This design comes from an exercise in tuning for small area, a short achievable clock period and few clock cycles per item on the open sky130 flow, not from production work. The RTL was checked by simulation tests, not by an equivalence proof against the original design. Power and IR drop assume default switching activity.

**design/flow/constraint.sdc**
```tcl
create_clock -name core_clock -period 8.0 [get_ports {clk}]
set_input_delay 1.6000 -clock core_clock [delete_from_list [all_inputs] [get_ports {clk}]]
set_output_delay 1.6000 -clock core_clock [all_outputs]
set_load 0.01 [all_outputs]
```
**design/flow/design.v**
```verilog
package skf_pkg;
  localparam int VAL_W     = 32;    
  localparam int GAIN_W    = 17;    
  localparam int FRAC_BITS = 16;
  localparam logic [VAL_W-1:0] Q_RESET = 32'd1310720;
  localparam logic [VAL_W-1:0] R_RESET = 32'd13107200;
endpackage
module skf_add #(
  parameter int N = 32
) (
  input  logic [N-1:0] a,
  input  logic [N-1:0] b,
  input  logic         ci,
  output logic [N-1:0] s
);
  localparam int L = (N <= 2) ? 1 : (N <= 4) ? 2 : (N <= 8) ? 3 : (N <= 16) ? 4 :
                     (N <= 32) ? 5 : (N <= 64) ? 6 : 7;    
  logic [N-1:0] p0, g0;
  assign p0 = a ^ b;
  assign g0 = a & b;
  logic [N-1:0] g [0:2*L];
  logic [N-1:0] p [0:2*L];
  assign g[0] = {g0[N-1:1], g0[0] | (p0[0] & ci)};
  assign p[0] = p0;
  for (genvar l = 0; l < L; l++) begin : up
    for (genvar i = 0; i < N; i++) begin : bit_
      if (((i + 1) % (1 << (l + 1))) == 0 && i >= (1 << l)) begin : pcell
        assign g[l+1][i] = g[l][i] | (p[l][i] & g[l][i - (1 << l)]);
        assign p[l+1][i] = p[l][i] & p[l][i - (1 << l)];
      end else begin : pskip
        assign g[l+1][i] = g[l][i];
        assign p[l+1][i] = p[l][i];
      end
    end
  end
  for (genvar k = 0; k < L; k++) begin : dn
    localparam int LV = L - 1 - k;
    for (genvar i = 0; i < N; i++) begin : bit_
      if (((i + 1) % (1 << (LV + 1))) == (1 << LV) && i >= (1 << LV)) begin : pcell
        assign g[L+k+1][i] = g[L+k][i] | (p[L+k][i] & g[L+k][i - (1 << LV)]);
        assign p[L+k+1][i] = p[L+k][i] & p[L+k][i - (1 << LV)];
      end else begin : pskip
        assign g[L+k+1][i] = g[L+k][i];
        assign p[L+k+1][i] = p[L+k][i];
      end
    end
  end
  assign s = p0 ^ {g[2*L][N-2:0], ci};
endmodule
import skf_pkg::*;
module scalar_kalman_filter_unit #(
  parameter int SAMPLE_BITS = 16
) (
  input  logic                   clk,
  input  logic                   rst_n,
  input  logic                   in_valid,
  output logic                   in_stall,
  input  logic [SAMPLE_BITS-1:0] in_sample,
  output logic                   out_valid,
  input  logic                   out_stall,
  output logic [VAL_W-1:0]       out_estimate,
  output logic [GAIN_W-1:0]      out_gain,
  input  logic                   cfg_we,
  input  logic [0:0]             cfg_index,
  input  logic [VAL_W-1:0]       cfg_wdata
);
  logic        st_idle_r, st_d1_r, st_dm_r, st_e_r, st_acc_r;
  logic [2:0]  cnt_r;
  logic        out_valid_r;
  logic [31:0] q_r, r_r;
  logic [16:0] quo_r;
  logic [1:0]  dig_r;    
  logic [15:0] z_r;
  logic [48:0] v_r;      
  logic [48:0] t_r;
  logic [32:0] rem_r;    
  logic [32:0] den_r;    
  logic [32:0] i_r;
  logic        step, rz, take_ph, q16;
  assign rz       = (r_r == '0);
  assign take_ph  = st_idle_r || st_e_r;
  assign in_stall = !take_ph;
  assign step     = st_dm_r || (st_d1_r && !(out_valid_r && out_stall));
  assign q16      = rz && (rem_r != '0);
  logic [32:0] rx;
  logic [35:0] r4, s1, s2, s3;
  logic [35:0] d1n, d2n, a1, a2, a3, c1s, c1c, c3s, c3c;
  logic [1:0]  dig;
  logic [32:0] rem_n;
  assign rx  = {rem_r[32] && !st_d1_r, rem_r[31:0] | {32{rem_r[32] && st_d1_r}}};
  assign r4  = {1'b0, rx, 2'b00};
  assign d1n = ~{3'b000, den_r};
  assign d2n = ~{2'b00, den_r, 1'b0};
  assign a1  = st_d1_r ? {3'b000, rx} : r4;
  assign a2  = st_d1_r ? {2'b00, rx, 1'b0} : 36'd0;
  assign a3  = st_d1_r ? {3'b000, rx} : r4;
  assign c1s = a1 ^ a2 ^ d1n;
  assign c1c = (a1 & a2) | (a1 & d1n) | (a2 & d1n);
  assign c3s = a3 ^ d1n ^ d2n;
  assign c3c = (a3 & d1n) | (a3 & d2n) | (d1n & d2n);
  skf_add #(.N(36)) u_s1 (.a(c1s), .b({c1c[34:0], 1'b1}), .ci(1'b0), .s(s1));
  skf_add #(.N(36)) u_s2 (.a(st_d1_r ? {2'b00, rx, 1'b0} : r4), .b(d2n), .ci(1'b1), .s(s2));
  skf_add #(.N(36)) u_s3 (.a(c3s), .b({c3c[34:0], 1'b1}), .ci(1'b1), .s(s3));
  always_comb begin
    if (rz)            dig = 2'd0;
    else if (!s3[35])  dig = 2'd3;
    else if (!s2[35])  dig = 2'd2;
    else if (!s1[35])  dig = 2'd1;
    else               dig = 2'd0;
    unique case (dig)
      2'd3:    rem_n = s3[32:0];
      2'd2:    rem_n = s2[32:0];
      2'd1:    rem_n = s1[32:0];
      default: rem_n = r4[32:0];
    endcase
  end
  logic        ineg;
  logic [48:0] isx, ta, tb, tc, ts, tcy, t_n, t_init;
  assign ineg = i_r[32];
  assign isx  = {{16{i_r[32]}}, i_r};
  assign ta   = st_d1_r ? {16'd0, ~t_r[48:16]} : {t_r[46:0], ineg, ineg};
  assign tb   = (dig_r[1] ? {isx[47:0], 1'b0} : '0)
              | (st_d1_r ? {16'd0, z_r[15], z_r, 16'd0} : '0);
  assign tc   = dig_r[0] ? isx : '0;
  assign ts   = ta ^ tb ^ tc;
  assign tcy  = (ta & tb) | (ta & tc) | (tb & tc);
  assign t_n  = ts + {tcy[47:0], st_d1_r};
  assign t_init = q16 ? {{17{z_r[15]}}, z_r, 16'd0} : {{16{t_r[48]}}, t_r[48:16]};
  logic [48:0] wa, wb, wc, wd, w1s, w1c, w2s, w2c, w_n;
  assign wa = ({49{st_d1_r}}  & {16'd0, den_r})
            | ({49{st_acc_r}} & {v_r[46:0], 2'b00});
  assign wd = ({49{st_idle_r}} & v_r)
            | ({49{st_d1_r || (st_e_r && !rz)}} & {16'd0, rx});
  assign wb  = dig_r[1] ? {16'd0, r_r, 1'b0} : '0;
  assign wc  = dig_r[0] ? {17'd0, r_r} : '0;
  assign w1s = wa ^ wb ^ wc;
  assign w1c = {((wa & wb) | (wa & wc) | (wb & wc)), 1'b0};
  assign w2s = w1s ^ w1c ^ wd;
  assign w2c = (w1s & w1c) | (w1s & wd) | (w1c & wd);
  assign w_n = w2s + {w2c[47:0], 1'b0};
  always_ff @(posedge clk) begin
    if (!rst_n) begin
      st_idle_r   <= 1'b1;
      st_d1_r     <= 1'b0;
      st_dm_r     <= 1'b0;
      st_e_r      <= 1'b0;
      st_acc_r    <= 1'b0;
      cnt_r       <= '0;
      out_valid_r <= 1'b0;
      q_r         <= Q_RESET;
      r_r         <= R_RESET;
      t_r         <= '0;
      v_r         <= {1'b0, Q_RESET, 16'd0};
      dig_r       <= '0;
    end else begin
      dig_r <= step ? dig : 2'd0;
      if (out_valid_r && !out_stall) out_valid_r <= 1'b0;
      if (st_d1_r && step) begin
        st_d1_r  <= 1'b0;
        st_dm_r  <= 1'b1;
        st_acc_r <= 1'b1;
        cnt_r    <= '0;
      end
      if (st_dm_r) begin
        cnt_r <= cnt_r + 3'd1;
        if (cnt_r == 3'd6) begin
          st_dm_r <= 1'b0;
          st_e_r  <= 1'b1;
        end
      end
      if (st_e_r) begin
        st_e_r      <= 1'b0;
        st_acc_r    <= 1'b0;
        st_idle_r   <= 1'b1;
        out_valid_r <= 1'b1;
      end
      if (take_ph && in_valid) begin
        st_idle_r <= 1'b0;
        st_d1_r   <= 1'b1;
      end
      if (st_d1_r && step) begin
        t_r <= t_init;
        v_r <= {17'd0, q_r};
      end else if (st_acc_r) begin
        t_r <= t_n;
        v_r <= w_n;
      end
      if (cfg_we) begin
        if (cfg_index == 1'b0) begin
          q_r <= cfg_wdata;
          v_r <= {1'b0, cfg_wdata, 16'd0};
        end else begin
          r_r <= cfg_wdata;
          v_r <= {1'b0, q_r, 16'd0};
        end
        t_r <= '0;
      end
    end
  end
  always_ff @(posedge clk) begin
    if (take_ph) begin
      rem_r <= w_n[48:16];
      den_r <= {1'b0, r_r};
      z_r   <= in_sample;
    end else if (step) begin
      rem_r <= rem_n;
      if (st_d1_r) den_r <= w_n[32:0];
    end
    if (st_d1_r && step) i_r <= t_n[32:0];
    if (step) begin
      quo_r[15:0] <= {quo_r[13:0], dig};
      if (st_d1_r) quo_r[16] <= q16;
    end
  end
  assign out_valid    = out_valid_r;
  assign out_estimate = t_r[47:16];
  assign out_gain     = quo_r;
endmodule
```
**design/flow/run.sh**
```bash
#!/bin/bash
# synth_recipe.tcl (not shown) runs the flow's synth.tcl, then flattens the netlist and writes it again
# the make line also repeats each setting of config.mk as NAME=value (left out here)
make -C /OpenROAD-flow-scripts/flow DESIGN_CONFIG=/design/flow/config.mk WORK_HOME=/design/flow/orfs CLKGATE_MAP_FILE= SYNTH_SCRIPT=/design/flow/synth_recipe.tcl finish
```
**design/flow/config.mk**
```make
export PLATFORM = sky130hd
export DESIGN_NAME = scalar_kalman_filter_unit
export DESIGN_NICKNAME = scalar_kalman_filter_unit
export VERILOG_FILES = /design/flow/design.v
export SDC_FILE = /design/flow/constraint.sdc
export NUM_CORES = 4
export LEC_CHECK = 0
export CAP_MARGIN = 20
export CORE_MARGIN = 2
export CORE_UTILIZATION = 40
export SETUP_SLACK_MARGIN = 3
export SLEW_MARGIN = 20
```
==> run summary <==
==> area by class of cell <==
class,count,area (sq um),area share
Multi-Input combinational cell,2806,22500,0.625
Sequential cell,305,7440,0.206
Timing Repair Buffer,270,2510,0.0696
Tap cell,969,1210,0.0336
Inverter,301,1140,0.0315
Clock buffer,49,1040,0.0289
Clock inverter,20,198,0.00548
==> worst paths after layout <==
kind,endpoint,depth (start not counted),start,slack (ns)
worst min-delay path,quo_r[4],0,quo_r[2],0.45
worst min register to register,quo_r[4],0,quo_r[2],0.45
worst max register to register,rem_r[29],21,r_r[8],2.80
worst max-delay path,rem_r[29],21,r_r[8],2.80
==> sequential cells by signal (all words and copies together) (netlist names), 16 cells and up <==
name / cells
v_r: 49
rem_r: 33
den_r: 33
i_r: 33
r_r: 32
quo_r: 17
t_r: 49
q_r: 32
z_r: 16
==> synth_stat cells, types with 15 or more instances <==
cell type / count / share of area
a211oi_1: 53 / 0.013
a21o_1: 121 / 0.030
a21oi_1: 302 / 0.050
a22o_1: 17 / 0.0049
a22oi_1: 35 / 0.0087
a31oi_1: 35 / 0.0072
and2_1: 91 / 0.019
and3_1: 19 / 0.0039
buf_1: 19 / 0.0024
buf_4: 32 / 0.0079
clkbuf_1: 167 / 0.021
dfxtp_1: 174 / 0.12
edfxtp_1: 131 / 0.13
fa_1: 220 / 0.15
ha_1: 218 / 0.090
inv_1: 297 / 0.037
mux2_2: 17 / 0.0063
mux2i_1: 65 / 0.021
nand2_1: 469 / 0.058
nand2b_1: 15 / 0.0031
nand3_1: 44 / 0.0073
nand4_1: 36 / 0.0074
nor2_1: 353 / 0.044
nor2b_1: 44 / 0.0091
nor3_1: 28 / 0.0046
nor4_1: 19 / 0.0039
o211ai_1: 20 / 0.0050
o21a_1: 34 / 0.0084
o21ai_0: 183 / 0.030
o21bai_1: 25 / 0.0062
o221ai_1: 23 / 0.0067
o22ai_1: 19 / 0.0039
xnor2_1: 80 / 0.023
xor2_1: 55 / 0.016
==> worst reg2reg max path, cell delays in order (launching register included) <==
cell and delay, ns:
dfxtp_1 0.35, nor4_1 0.29, nand4_1 0.29, nor2_4 0.29
clkinv_4 0.11, a21oi_4 0.24, buf_12 0.16, buf_8 0.13
o21ai_4 0.06, fa_2 0.55, ha_4 0.20, a21o_1 0.18
a221oi_4 0.35, o2bb2ai_2 0.10, and3b_2 0.26, o31ai_4 0.26
a211oi_2 0.13, buf_4 0.17, or4_4 0.48, a21o_1 0.19
nand3_2 0.08, o31ai_1 0.07
==> metal layers <==
metal  track usage  up-vias  wire [microns]
met3        0.0562      189           10800
met4        0.0802        4            3540
met5             0        -              22
met1         0.398    13700           48900
li1              -    12800               -
met2         0.424     1272           48300
==> through the flow <==
step | power (mW) | hold slack [ns] | setup slack [ns] | util
after floorplan | 7.13 | 0.441 | 2.95 | -
after global placement | 9.22 | 0.428 | 1.20 | 0.427
after detailed placement | 9.25 | 0.435 | 1.12 | 0.427
after CTS | 11.7 | 0.451 | 2.90 | 0.465
after global routing | 13.6 | 0.461 | 2.70 | 0.483
final | 12.7 | 0.447 | 2.80 | 0.483
==> logic make-up (layout without fill, tap and decap cells) <==
kind of cell             count (synthesis)  count (layout)  share of synthesized area
adder cells (fa/ha/maj)                438             438                      0.236
flip-flops                             305             305                      0.245
buffers and inverters                  529             640                     0.0704
AND/OR/NAND/NOR                       1159            1159                      0.171
AO/OA/AOI/OAI                          991             992                      0.212
multiplexers                            82              82                     0.0278
XOR/XNOR                               135             135                     0.0391
==> power breakdown <==
| part | total [mW] | internal (mW) | switching, mW | leakage (nW) |
|---|---|---|---|---|
| registers | 2.34 | 1.92 | 0.420 | 2.75 |
| clock network | 1.77 | 1.02 | 0.743 | 0.607 |
| logic | 8.63 | 3.68 | 4.95 | 12.3 |
| total | 12.7 | 6.62 | 6.11 | 15.6 |
==> repair_timing <==
item	CTS	global route
cloned	2	1
setup endpoints to repair	140	100
buffers inserted	58	60
gates resized for setup	234	173
pin swaps	92	100
==> reports/metrics.yaml <==
first_iter_violations: 2555
syn_area_sq_mm: 0.0303
period_minus_slack_ns: 5.20
worstSkewPairLatency_ns: 0.58
placedInstanceArea_sq_mm: 0.0319
critical_path_class: "flip-flop to flip-flop"
critical_path.slowest_cell: "fa_2"
synthArstFlopShare: 0
detail_route.wirelength_microns: 112000
final_common_cell: "nand2_1"
num_vias: 27900
synth_area_per_cell_sq_um: 8.32
dp_cells: 4530
die_y_microns: 279
synth_cells: 3639
grt_antenna_before_repair: 4
max_slew_margin: 0.278
final_cell_mix: "nand2_1 (461), nor2_1 (322), inv_1 (291)"
clk_pin_slew_ns: 0.06
fin_area_sq_mm: 0.0361
final_cells: 4720
rsz0062_at_grt: "yes"
ios: 105
grt_pass1_wl_microns: 167000
port_buffers: 104
cp-end-kind: "flip-flop"
n_fill_cell: 7130
clock_sinks: 305
post-route-period-util: 0.650
peakVddDrop_uv: 212
yosysSeqAreaShare: 0.245
synth-edff-count: 131
setup_viol: 0
ant_nets: 0
layout-drive-gt1-share: 0.144
skew_ns: 0.0253
grt_pass1_vias: 26600
num_antenna_cells: 0
critPathMaxFanout: 8
power_density_mw_per_mm2: 353
yosysWarnings: 4
crit_chain: "nor4_1 > nand4_1 > nor2_4 > clkinv_4 > a21oi_4 > buf_12 > buf_8 > o21ai_4 > fa_2 > ha_4 > a21o_1 > a221oi_4 > o2bb2ai_2 > and3b_2 > o31ai_4 > a211oi_2 > buf_4 > or4_4 > a21o_1 > nand3_2 > o31ai_1"
syn2layout_area_growth_pct: 19.2
clock_path_buffers: 3
crit_family: "simple AND/OR/NAND/NOR gates"
fmax_mhz: 192
die_x_microns: 279
cts_buffers: 38
initial_utilization: 0.405
rows: 100
worstMarginPinSlew_ns: 1.08
cp.buffers_inverters: 4
final_nets: 4214
path_common_cell: "a21o_1"
core_sq_mm: 0.0747
wire_per_inst_microns: 23.6
route.detailed.drc: 0
viasPerCell: 5.92
cts_max_level: 2
synth_nets: 4131
finalSetupTns_ns: 0
gp_congestion: 0.969
leakage_nw: 15.6
cp.arrival_ns: 5.51
cts_root_buf: "clkbuf_16"
start_kind: "flip-flop"
synth_cell_types: 85
postCtsHoldBufs: 0
maxCapViolCount: 0
slew_viol_final: 0
hold_viol_final: 0
drt_first_pass_iters: 8
required_ns: 8.30
cp_slowest_stage_delay_ns: 0.55
hpwl_microns: 82000
die-area_sq_mm: 0.0779
grt_overflow_total: 0
status: "timing/DRC/antenna clean"
ys_ff_latch: 305
grt_max_degree: 78
cts_tree: "done"
gr-usage-all-layers: 0.278
synthFlopType: "dfxtp_1"
hp-class: "flip-flop to flip-flop"
Testbench counts, summed over its fixed seeds: cycles 18,448, items 2,048.

## port drivers added, routing unchanged
Ports are ideal in the flow. The routed layout listed here was re-timed in OpenROAD. Step 1 (the two cells are an assumption about what drives the block):
set clk [get_ports {clk}]
set_driving_cell -lib_cell sky130_fd_sc_hd__clkbuf_16 $clk
set_driving_cell -lib_cell sky130_fd_sc_hd__buf_2 [delete_from_list [all_inputs] $clk]
Step 2 times the ports against the registers' clock, not the clock port: input delays grow and output delays shrink by t, the midpoint of the rising clock arrivals with the driver on. Slacks: ideal / step 1 / step 2; pairs: ideal / step 1.
shift t [ns]: 0.627
slack for setup (ns): 2.796 / 2.796 / 2.516
worst setup path at the end: input to register
worst register clock-pin slew, ns: 0.07 / 0.07
pins driven straight from the clock port: 1
After both steps this run still meets setup and hold. The setup slack of this run moves by 0.000 ns with the drivers and by -0.280 ns with both steps.
